This design comes from an exercise in tuning for small area and a short achievable clock period on the open sky130 flow, not from production work.
Function was checked by simulation only, so behaviour that the tests miss may differ from the original.
Power is estimated from default activity; no workload was simulated.

File: design/flow/run.sh
#!/bin/bash
# synth_recipe.tcl (not shown) runs the flow's synth.tcl, then flattens the netlist and writes it again
# the make line also repeats each setting of config.mk as NAME=value (left out here)
make -C /OpenROAD-flow-scripts/flow DESIGN_CONFIG=/design/flow/config.mk WORK_HOME=/design/flow/orfs CLKGATE_MAP_FILE= SYNTH_SCRIPT=/design/flow/synth_recipe.tcl finish
File: design/flow/design.v
package rvCorePkg;
    localparam int XLEN = 32;
    localparam int REG_ADDR_W = 5;
    localparam logic [6:0] OPC_OP     = 7'b0110011;
    localparam logic [6:0] OPC_OP_IMM = 7'b0010011;
    localparam logic [6:0] F7_BASE = 7'b0000000;
    localparam logic [6:0] F7_ALT  = 7'b0100000;
    localparam logic [2:0] F3_ADD  = 3'b000;
    localparam logic [2:0] F3_SLL  = 3'b001;
    localparam logic [2:0] F3_SLT  = 3'b010;
    localparam logic [2:0] F3_SLTU = 3'b011;
    localparam logic [2:0] F3_XOR  = 3'b100;
    localparam logic [2:0] F3_SR   = 3'b101;
    localparam logic [2:0] F3_OR   = 3'b110;
    localparam logic [2:0] F3_AND  = 3'b111;
    typedef enum logic [3:0] {
        ALU_ADD  = 4'd0,
        ALU_SUB  = 4'd1,
        ALU_SLL  = 4'd2,
        ALU_SLT  = 4'd3,
        ALU_SLTU = 4'd4,
        ALU_XOR  = 4'd5,
        ALU_SRL  = 4'd6,
        ALU_SRA  = 4'd7,
        ALU_OR   = 4'd8,
        ALU_AND  = 4'd9
    } aluOpT;
endpackage
module rvDecode #(
    parameter int numRegs = 32
) (
    input  logic                             clk_i,
    input  logic                             rst_i,
    input  logic                             instrValid_i,
    input  logic [rvCorePkg::XLEN-1:0]       instr_i,
    output logic [rvCorePkg::REG_ADDR_W-1:0] rs1Addr_o,
    output logic [rvCorePkg::REG_ADDR_W-1:0] rs2Addr_o,
    output logic                             rs2Used_o,
    input  logic                             hazard_i,
    output logic                             issue_o,
    output logic [rvCorePkg::REG_ADDR_W-1:0] rdAddr_o,
    output rvCorePkg::aluOpT                 aluOp_o,
    output logic [rvCorePkg::XLEN-1:0]       imm_o,
    output logic                             useImm_o,
    output logic                             hazard_o,
    output logic                             illegal_o
);
    logic [6:0]            opcode;
    logic [2:0]            funct3;
    logic [6:0]            funct7;
    logic [rvCorePkg::REG_ADDR_W-1:0] rd;
    logic                  isOp;
    logic                  isOpImm;
    logic                  badFunct7;
    logic                  badIndex;
    logic                  illegal;
    rvCorePkg::aluOpT                 aluOp;
    assign opcode  = instr_i[6:0];
    assign rd      = instr_i[11:7];
    assign funct3  = instr_i[14:12];
    assign funct7  = instr_i[31:25];
    assign isOp    = (opcode == rvCorePkg::OPC_OP);
    assign isOpImm = (opcode == rvCorePkg::OPC_OP_IMM);
    assign rs1Addr_o = instr_i[19:15];
    assign rs2Addr_o = instr_i[24:20];
    assign rs2Used_o = isOp;
    always_comb
    begin
        badFunct7 = 1'b0;
        if (isOp)
            badFunct7 = !(funct7 == rvCorePkg::F7_BASE ||
                          (funct7 == rvCorePkg::F7_ALT && (funct3 == rvCorePkg::F3_ADD || funct3 == rvCorePkg::F3_SR)));
        else if (isOpImm && funct3 == rvCorePkg::F3_SLL)
            badFunct7 = (funct7 != rvCorePkg::F7_BASE);
        else if (isOpImm && funct3 == rvCorePkg::F3_SR)
            badFunct7 = (funct7 != rvCorePkg::F7_BASE && funct7 != rvCorePkg::F7_ALT);
    end
    assign badIndex = (int'(rd) >= numRegs) || (int'(rs1Addr_o) >= numRegs) ||
                      (isOp && int'(rs2Addr_o) >= numRegs);
    assign illegal = !(isOp || isOpImm) || badFunct7 || badIndex;
    always_comb
    begin
        case (funct3)
            rvCorePkg::F3_ADD:  aluOp = (isOp && funct7 == rvCorePkg::F7_ALT) ? rvCorePkg::ALU_SUB : rvCorePkg::ALU_ADD;
            rvCorePkg::F3_SLL:  aluOp = rvCorePkg::ALU_SLL;
            rvCorePkg::F3_SLT:  aluOp = rvCorePkg::ALU_SLT;
            rvCorePkg::F3_SLTU: aluOp = rvCorePkg::ALU_SLTU;
            rvCorePkg::F3_XOR:  aluOp = rvCorePkg::ALU_XOR;
            rvCorePkg::F3_SR:   aluOp = (funct7 == rvCorePkg::F7_ALT) ? rvCorePkg::ALU_SRA : rvCorePkg::ALU_SRL;
            rvCorePkg::F3_OR:   aluOp = rvCorePkg::ALU_OR;
            default: aluOp = rvCorePkg::ALU_AND;
        endcase
    end
    always_ff @(posedge clk_i)
    begin
        if (rst_i)
        begin
            issue_o   <= 1'b0;
            hazard_o  <= 1'b0;
            illegal_o <= 1'b0;
        end
        else
        begin
            issue_o   <= instrValid_i && !illegal && !hazard_i;
            hazard_o  <= instrValid_i && !illegal && hazard_i;
            illegal_o <= instrValid_i && illegal;
        end
    end
    always_ff @(posedge clk_i)
    begin
        rdAddr_o <= rd;
        aluOp_o  <= aluOp;
        imm_o    <= {{(rvCorePkg::XLEN-12){instr_i[31]}}, instr_i[31:20]};
        useImm_o <= isOpImm;
    end
endmodule
module rvRegFile #(
    parameter int numRegs = 32
) (
    input  logic                             clk_i,
    input  logic                             rst_i,
    input  logic [rvCorePkg::REG_ADDR_W-1:0] rs1Addr_i,
    input  logic [rvCorePkg::REG_ADDR_W-1:0] rs2Addr_i,
    input  logic                             rs2Used_i,
    output logic                             hazard_o,
    input  logic                             issue_i,
    input  logic [rvCorePkg::REG_ADDR_W-1:0] issueRd_i,
    input  logic                             wrEn_i,
    input  logic [rvCorePkg::REG_ADDR_W-1:0] wrAddr_i,
    input  logic [rvCorePkg::XLEN-1:0]       wrData_i,
    output logic [rvCorePkg::XLEN-1:0]       rdDataA_o,
    output logic [rvCorePkg::XLEN-1:0]       rdDataB_o
);
    logic [rvCorePkg::XLEN-1:0]       regs [numRegs];
    logic [numRegs-1:0]    pendingQ;
    logic [rvCorePkg::REG_ADDR_W-1:0] idxAQ;
    logic [rvCorePkg::REG_ADDR_W-1:0] idxBQ;
    logic                  rtValid1Q;
    logic                  rtValid2Q;
    logic [rvCorePkg::REG_ADDR_W-1:0] rtRd1Q;
    logic [rvCorePkg::REG_ADDR_W-1:0] rtRd2Q;
    function automatic logic srcBusy(input logic [rvCorePkg::REG_ADDR_W-1:0] idx,
                                     input logic [numRegs-1:0]    pend,
                                     input logic                  newIssue,
                                     input logic [rvCorePkg::REG_ADDR_W-1:0] newRd);
        logic hit;
        hit = 1'b0;
        if (idx != '0 && int'(idx) < numRegs)
            hit = pend[idx] || (newIssue && newRd == idx);
        srcBusy = hit;
    endfunction
    assign hazard_o = srcBusy(rs1Addr_i, pendingQ, issue_i, issueRd_i) ||
                      (rs2Used_i && srcBusy(rs2Addr_i, pendingQ, issue_i, issueRd_i));
    always_ff @(posedge clk_i)
    begin
        if (rst_i)
        begin
            pendingQ  <= '0;
            rtValid1Q <= 1'b0;
            rtValid2Q <= 1'b0;
        end
        else
        begin
            rtValid1Q <= issue_i && issueRd_i != '0;
            rtValid2Q <= rtValid1Q;
            if (rtValid2Q && !(rtValid1Q && rtRd1Q == rtRd2Q))
                pendingQ[rtRd2Q] <= 1'b0;
            if (issue_i && issueRd_i != '0)
                pendingQ[issueRd_i] <= 1'b1;
        end
    end
    always_ff @(posedge clk_i)
    begin
        rtRd1Q <= issueRd_i;
        rtRd2Q <= rtRd1Q;
    end
    always_ff @(posedge clk_i)
    begin
        if (rst_i)
        begin
            for (int i = 0; i < numRegs; i++)
                regs[i] <= '0;
        end
        else if (wrEn_i && wrAddr_i != '0)
            regs[wrAddr_i] <= wrData_i;
    end
    always_ff @(posedge clk_i)
    begin
        idxAQ     <= rs1Addr_i;
        idxBQ     <= rs2Addr_i;
        rdDataA_o <= (int'(idxAQ) < numRegs) ? regs[idxAQ] : '0;
        rdDataB_o <= (int'(idxBQ) < numRegs) ? regs[idxBQ] : '0;
    end
endmodule
module rvExecute (
    input  logic                             clk_i,
    input  logic                             rst_i,
    input  logic                             valid_i,
    input  logic [rvCorePkg::REG_ADDR_W-1:0] rd_i,
    input  rvCorePkg::aluOpT                 aluOp_i,
    input  logic [rvCorePkg::XLEN-1:0]       imm_i,
    input  logic                             useImm_i,
    input  logic [rvCorePkg::XLEN-1:0]       rdDataA_i,
    input  logic [rvCorePkg::XLEN-1:0]       rdDataB_i,
    output logic                             valid_o,
    output logic [rvCorePkg::REG_ADDR_W-1:0] rd_o,
    output logic [rvCorePkg::XLEN-1:0]       result_o
);
    logic                  validQ;
    logic [rvCorePkg::REG_ADDR_W-1:0] rdQ;
    rvCorePkg::aluOpT                 aluOpQ;
    logic [rvCorePkg::XLEN-1:0]       immQ;
    logic                  useImmQ;
    logic [rvCorePkg::XLEN-1:0]       opB;
    logic [4:0]            shamt;
    logic [rvCorePkg::XLEN-1:0]       aluOut;
    always_ff @(posedge clk_i)
    begin
        if (rst_i)
            validQ <= 1'b0;
        else
            validQ <= valid_i;
    end
    always_ff @(posedge clk_i)
    begin
        rdQ     <= rd_i;
        aluOpQ  <= aluOp_i;
        immQ    <= imm_i;
        useImmQ <= useImm_i;
    end
    assign opB   = useImmQ ? immQ : rdDataB_i;
    assign shamt = opB[4:0];
    always_comb
    begin
        case (aluOpQ)
            rvCorePkg::ALU_ADD:  aluOut = rdDataA_i + opB;
            rvCorePkg::ALU_SUB:  aluOut = rdDataA_i - opB;
            rvCorePkg::ALU_SLL:  aluOut = rdDataA_i << shamt;
            rvCorePkg::ALU_SLT:  aluOut = {{(rvCorePkg::XLEN-1){1'b0}}, $signed(rdDataA_i) < $signed(opB)};
            rvCorePkg::ALU_SLTU: aluOut = {{(rvCorePkg::XLEN-1){1'b0}}, rdDataA_i < opB};
            rvCorePkg::ALU_XOR:  aluOut = rdDataA_i ^ opB;
            rvCorePkg::ALU_SRL:  aluOut = rdDataA_i >> shamt;
            rvCorePkg::ALU_SRA:  aluOut = $unsigned($signed(rdDataA_i) >>> shamt);
            rvCorePkg::ALU_OR:   aluOut = rdDataA_i | opB;
            default:  aluOut = rdDataA_i & opB;
        endcase
    end
    always_ff @(posedge clk_i)
    begin
        if (rst_i)
            valid_o <= 1'b0;
        else
            valid_o <= validQ;
    end
    always_ff @(posedge clk_i)
    begin
        rd_o     <= rdQ;
        result_o <= aluOut;
    end
endmodule
module rvWriteback (
    input  logic                             clk_i,
    input  logic                             rst_i,
    input  logic                             valid_i,
    input  logic [rvCorePkg::REG_ADDR_W-1:0] rd_i,
    input  logic [rvCorePkg::XLEN-1:0]       result_i,
    output logic                             wrEn_o,
    output logic [rvCorePkg::REG_ADDR_W-1:0] wrAddr_o,
    output logic [rvCorePkg::XLEN-1:0]       wrData_o,
    output logic                             wbValid_o,
    output logic [rvCorePkg::REG_ADDR_W-1:0] wbAddr_o,
    output logic [rvCorePkg::XLEN-1:0]       wbData_o
);
    logic                  validQ;
    logic [rvCorePkg::REG_ADDR_W-1:0] rdQ;
    logic [rvCorePkg::XLEN-1:0]       dataQ;
    always_ff @(posedge clk_i)
    begin
        if (rst_i)
            validQ <= 1'b0;
        else
            validQ <= valid_i;
    end
    always_ff @(posedge clk_i)
    begin
        rdQ   <= rd_i;
        dataQ <= result_i;
    end
    assign wrEn_o    = validQ && (rdQ != '0);
    assign wrAddr_o  = rdQ;
    assign wrData_o  = dataQ;
    assign wbValid_o = validQ;
    assign wbAddr_o  = rdQ;
    assign wbData_o  = dataQ;
endmodule
module rvCoreTop #(
    parameter int numRegs = 32
) (
    input  logic                             clk_i,
    input  logic                             rst_i,
    input  logic                             instrValid_i,
    input  logic [rvCorePkg::XLEN-1:0]       instr_i,
    output logic                             wbValid_o,
    output logic [rvCorePkg::REG_ADDR_W-1:0] wbAddr_o,
    output logic [rvCorePkg::XLEN-1:0]       wbData_o,
    output logic                             hazard_o,
    output logic                             illegal_o
);
    logic [rvCorePkg::REG_ADDR_W-1:0] rs1Addr;
    logic [rvCorePkg::REG_ADDR_W-1:0] rs2Addr;
    logic                  rs2Used;
    logic                  hazard;
    logic                  issue;
    logic [rvCorePkg::REG_ADDR_W-1:0] rdAddr;
    rvCorePkg::aluOpT                 aluOp;
    logic [rvCorePkg::XLEN-1:0]       imm;
    logic                  useImm;
    logic [rvCorePkg::XLEN-1:0]       rdDataA;
    logic [rvCorePkg::XLEN-1:0]       rdDataB;
    logic                  exValid;
    logic [rvCorePkg::REG_ADDR_W-1:0] exRd;
    logic [rvCorePkg::XLEN-1:0]       exResult;
    logic                  wrEn;
    logic [rvCorePkg::REG_ADDR_W-1:0] wrAddr;
    logic [rvCorePkg::XLEN-1:0]       wrData;
    rvDecode #(.numRegs(numRegs)) decode (
        .clk_i(clk_i), .rst_i(rst_i),
        .instrValid_i(instrValid_i), .instr_i(instr_i),
        .rs1Addr_o(rs1Addr), .rs2Addr_o(rs2Addr), .rs2Used_o(rs2Used),
        .hazard_i(hazard),
        .issue_o(issue), .rdAddr_o(rdAddr), .aluOp_o(aluOp),
        .imm_o(imm), .useImm_o(useImm),
        .hazard_o(hazard_o), .illegal_o(illegal_o)
    );
    rvRegFile #(.numRegs(numRegs)) regFile (
        .clk_i(clk_i), .rst_i(rst_i),
        .rs1Addr_i(rs1Addr), .rs2Addr_i(rs2Addr), .rs2Used_i(rs2Used),
        .hazard_o(hazard),
        .issue_i(issue), .issueRd_i(rdAddr),
        .wrEn_i(wrEn), .wrAddr_i(wrAddr), .wrData_i(wrData),
        .rdDataA_o(rdDataA), .rdDataB_o(rdDataB)
    );
    rvExecute execute (
        .clk_i(clk_i), .rst_i(rst_i),
        .valid_i(issue), .rd_i(rdAddr), .aluOp_i(aluOp),
        .imm_i(imm), .useImm_i(useImm),
        .rdDataA_i(rdDataA), .rdDataB_i(rdDataB),
        .valid_o(exValid), .rd_o(exRd), .result_o(exResult)
    );
    rvWriteback writeback (
        .clk_i(clk_i), .rst_i(rst_i),
        .valid_i(exValid), .rd_i(exRd), .result_i(exResult),
        .wrEn_o(wrEn), .wrAddr_o(wrAddr), .wrData_o(wrData),
        .wbValid_o(wbValid_o), .wbAddr_o(wbAddr_o), .wbData_o(wbData_o)
    );
endmodule
File: design/flow/config.mk
export PLATFORM = sky130hd
export DESIGN_NAME = rvCoreTop
export DESIGN_NICKNAME = rvCoreTop
export VERILOG_FILES = /design/flow/design.v
export SDC_FILE = /design/flow/constraint.sdc
export NUM_CORES = 4
export LEC_CHECK = 0
export CAP_MARGIN = 20
export CORE_MARGIN = 2
export CORE_UTILIZATION = 40
export SLEW_MARGIN = 20
File: design/flow/constraint.sdc
create_clock -name core_clock -period 5.5 [get_ports {clk_i}]
set_input_delay 1.1000 -clock core_clock [delete_from_list [all_inputs] [get_ports {clk_i}]]
set_output_delay 1.1000 -clock core_clock [all_outputs]
set_load 0.01 [all_outputs]
==> reports/qor.yml <==
final_cells: 7489
post_route_cells_drive_above_1_share: 0.240
area_delta_synth_final_pct: 12.1
place.gp.congestion: 0.980
grt.overflow.total: 0
multi_input_area_mm2: 0.0324
clk_latency_ns: 0.81
p_int_mw: 18.0
worstPathMaxFanout: 19
coreArea_mm2: 0.173
period_needed_ns: 4.74
critPathKind: "reg -> reg"
async_flop_share: 0
clkSlewWorstSetupHoldPaths_ns: 0.06
dp_cells: 7220
fin_skew_ns: 0.0262
power.switching_mw: 8.40
synth.area.top_cells: "edfxtp_1, mux4_2, and2_1, dfxtp_1, clkbuf_1"
seqPwrFrac: 0.431
cts_tree: "done"
die_x_um: 421
clock_power_share: 0.352
syn_area_mm2: 0.0696
hold_slack_ns: 0.326
root_buffer: "clkbuf_16"
cts_buffer_depth: 3
slew_violations: 0
finalHoldViolCount: 0
final_antenna_net_count: 0
critical_path_required_ns: 6.19
powerDensity_mw_per_mm2: 338
fillers: 15269
first_pass_iters: 5
synth_edf_count: 1024
yosysSeqAreaShare: 0.507
status: "complete, no violations"
worst_pin_slew_ns: 1.10
post_drt_via_cell_ratio: 6.22
dpl.hpwl_um: 160000
switching_share: 0.319
drc: 0
grt_max_degree: 72
drt_iter0_drc: 6834
nets: 5180
pin_count: 75
grt.total_usage: 0.279
antenna_found_initial: 34
ff_latch_area_mm2: 0.0353
slew_headroom: 0.266
p_comb_frac: 0.217
num_vias: 46608
yosys.area.top_type: "edfxtp_1"
die_h_um: 421
ctsResizeCount: 0
synth_cell_types: 90
grt_setup_unrepaired: "false"
p_leak_nw: 28.1
routed_wl_um: 250000
hold_buffers: 0
wl_per_cell_um: 33.4
grt_pass1_vias: 46312
setup_violations: 0
io_buffer_count: 74
synth-main-ff-cell: "edfxtp_1"
cap_violations: 0
cts_setup_buffers: 0
cts_max_level: 4
hold_class: "reg -> reg"
cts_sinks: 1251
netlist.area_leader.share: 0.442
fin_crit_sh: 0.861
dieArea_mm2: 0.177
crit_path_end_kind: "flip-flop"
ys.warnings.count: 4
synth_area_per_cell_um2: 13.7
grt_pass1_wl_um: 353000
row_count: 153
setup_tns_ns: 0
synth-seq-cells: 1251
start_kind: "flip-flop"
start_util: 0.401
ir_drop_mv: 0.261
arrival_ns: 5.43
netlist_instances: 5084
numCtsBuffers: 141
timing.fmax_mhz: 211
-- worst paths after layout --
path,from,endpoint,slack (ns),cells after the start
min reg2reg,decode.aluOp_o[3],execute.aluOpQ[3],0.33,0
max reg2reg,execute.useImmQ,execute.result_o[29],0.76,13
max,execute.useImmQ,execute.result_o[29],0.76,13
min,decode.aluOp_o[3],execute.aluOpQ[3],0.33,0
-- synth_stat cells (all sizes together) (21+ instances only) --
master / count
nor3: 45
o22ai: 26
mux2i: 112
edfxtp: 1024
mux4: 681
inv: 103
a211oi: 24
clkbuf: 381
xnor2: 21
nand3: 33
ha: 105
dfxtp: 227
and2: 1008
or2: 34
o211ai: 26
mux2: 73
nand2: 242
a21oi: 176
buf: 98
nor2: 187
o21ai: 114
a31oi: 31
-- per-layer routing --
layer / global-route usage / share of wire / vias up
li1: - / - / 19215
met1: 0.371 / 0.39 / 24214
met2: 0.446 / 0.47 / 2635
met3: 0.0596 / 0.098 / 536
met4: 0.110 / 0.042 / 8
met5: 0 / 0.00022 / -
-- worst max-delay path: stages (launching register included) --
cell and delay [ns]:
dfxtp_1 0.59, buf_4 0.28, mux2i_4 0.35, inv_2 0.25, ha_1 0.27, a21o_1 0.17
a221o_1 0.36, a221oi_1 0.65, o31ai_1 0.34, a311oi_1 0.54, nand2b_1 0.19, a2bb2o_1 0.29
a211oi_1 0.24, a21oi_1 0.10
-- cell usage in the layout, fill, tap and decap left out, drive strengths merged, types with 12 or more instances in the layout --
master	netlist	final
and2	1008	1008
o21bai	18	18
a221oi	18	18
xor2	18	18
a21o	18	18
a21oi	176	176
o31ai	15	15
o211ai	26	26
mux2i	112	112
a211oi	24	24
nand2b	12	12
clkdlybuf4s50	0	73
ha	105	105
inv	103	110
nor3	45	45
nor2	187	187
clkinv	1	56
dfxtp	227	227
o22ai	26	26
nand3	33	33
clkbuf	381	187
nor2b	18	18
o21a	13	13
mux2	73	73
conb	1	32
buf	98	186
a22oi	13	13
xnor2	21	21
or2	34	34
edfxtp	1024	1024
a31oi	31	31
nand2	242	242
mux4	681	681
o21ai	114	114
o221ai	13	13
and3	16	16
-- flip-flops by register name, indices dropped and copies added (netlist names), 8 cells and up --
name / flops
regFile.regs: 1024
execute.result_o: 32
writeback.dataQ: 32
decode.imm_o: 8
execute.immQ: 12
regFile.pendingQ: 32
regFile.rdDataB_o: 32
regFile.rdDataA_o: 32
-- metrics by stage --
step           total power [mW]  instance area (um2)  setup slack (ns)  utilization
2_1_floorplan              14.6                69700              1.20            -
3_3_place_gp               17.2                73500             0.870        0.424
3_5_place_dp               17.1                73500             0.863        0.424
4_1_cts                    26.4                78000             0.837        0.450
5_1_grt                    27.1                78000             0.585        0.450
6_report                   26.4                78000             0.764        0.450
-- power by group through the flow --
stage | Clock (mW) | Combinational (mW) | Sequential (mW)
after floorplan | 0 | 3.41 | 11.2
after global placement | 0 | 5.64 | 11.5
after detailed placement | 0 | 5.61 | 11.5
after CTS | 9.40 | 5.63 | 11.3
after global routing | 9.73 | 6.01 | 11.4
final | 9.28 | 5.73 | 11.4
-- cell families (layout without fill, tap and decap cells) --
logic type      count (synthesis)  in the layout  synth area share
other cells                     1             40         0.0000539
xor+xnor                       39             39           0.00491
flops                        1251           1251             0.507
compound gates                585            585            0.0543
simple gates                 1652           1652             0.133
mux                           866            866             0.249
buf+inv                       583            624            0.0323
fa+ha+maj                     107            107            0.0195
-- cell type report --
cell class	instances	share of cell area
flip-flops and latches	1251	0.453
multi-input cells	3281	0.416
clock buffers	187	0.0484
well taps	2325	0.0373
repair buffers	259	0.0313
clock inverters	74	0.00905
inverters	104	0.00504
diodes	8	0.000257

[separate check: timing with driven ports]
In the flow no input, the clock included, has a driving cell. The finished layout below was timed again as built, in two steps. Step 1: set_driving_cell puts a clkbuf_16 on clk_i and a buf_2 on each other input, an assumption about the parent block. Step 2, shift: input delay + t, output delay - t, t = (earliest + latest rising clock arrival at the registers) / 2. This alone moves slack from input paths to output paths. Three values: ideal, step 1, step 2; two values: the first two.
shift t [ns]: 0.877
setup slack, ns: 0.764 / 0.764 / 0.764
clock arrival spread, ns: 0.033 / 0.033
After both steps this run still meets setup and hold. For this run, drivers alone change the setup slack by 0.000 ns; drivers and shift together by 0.000 ns.
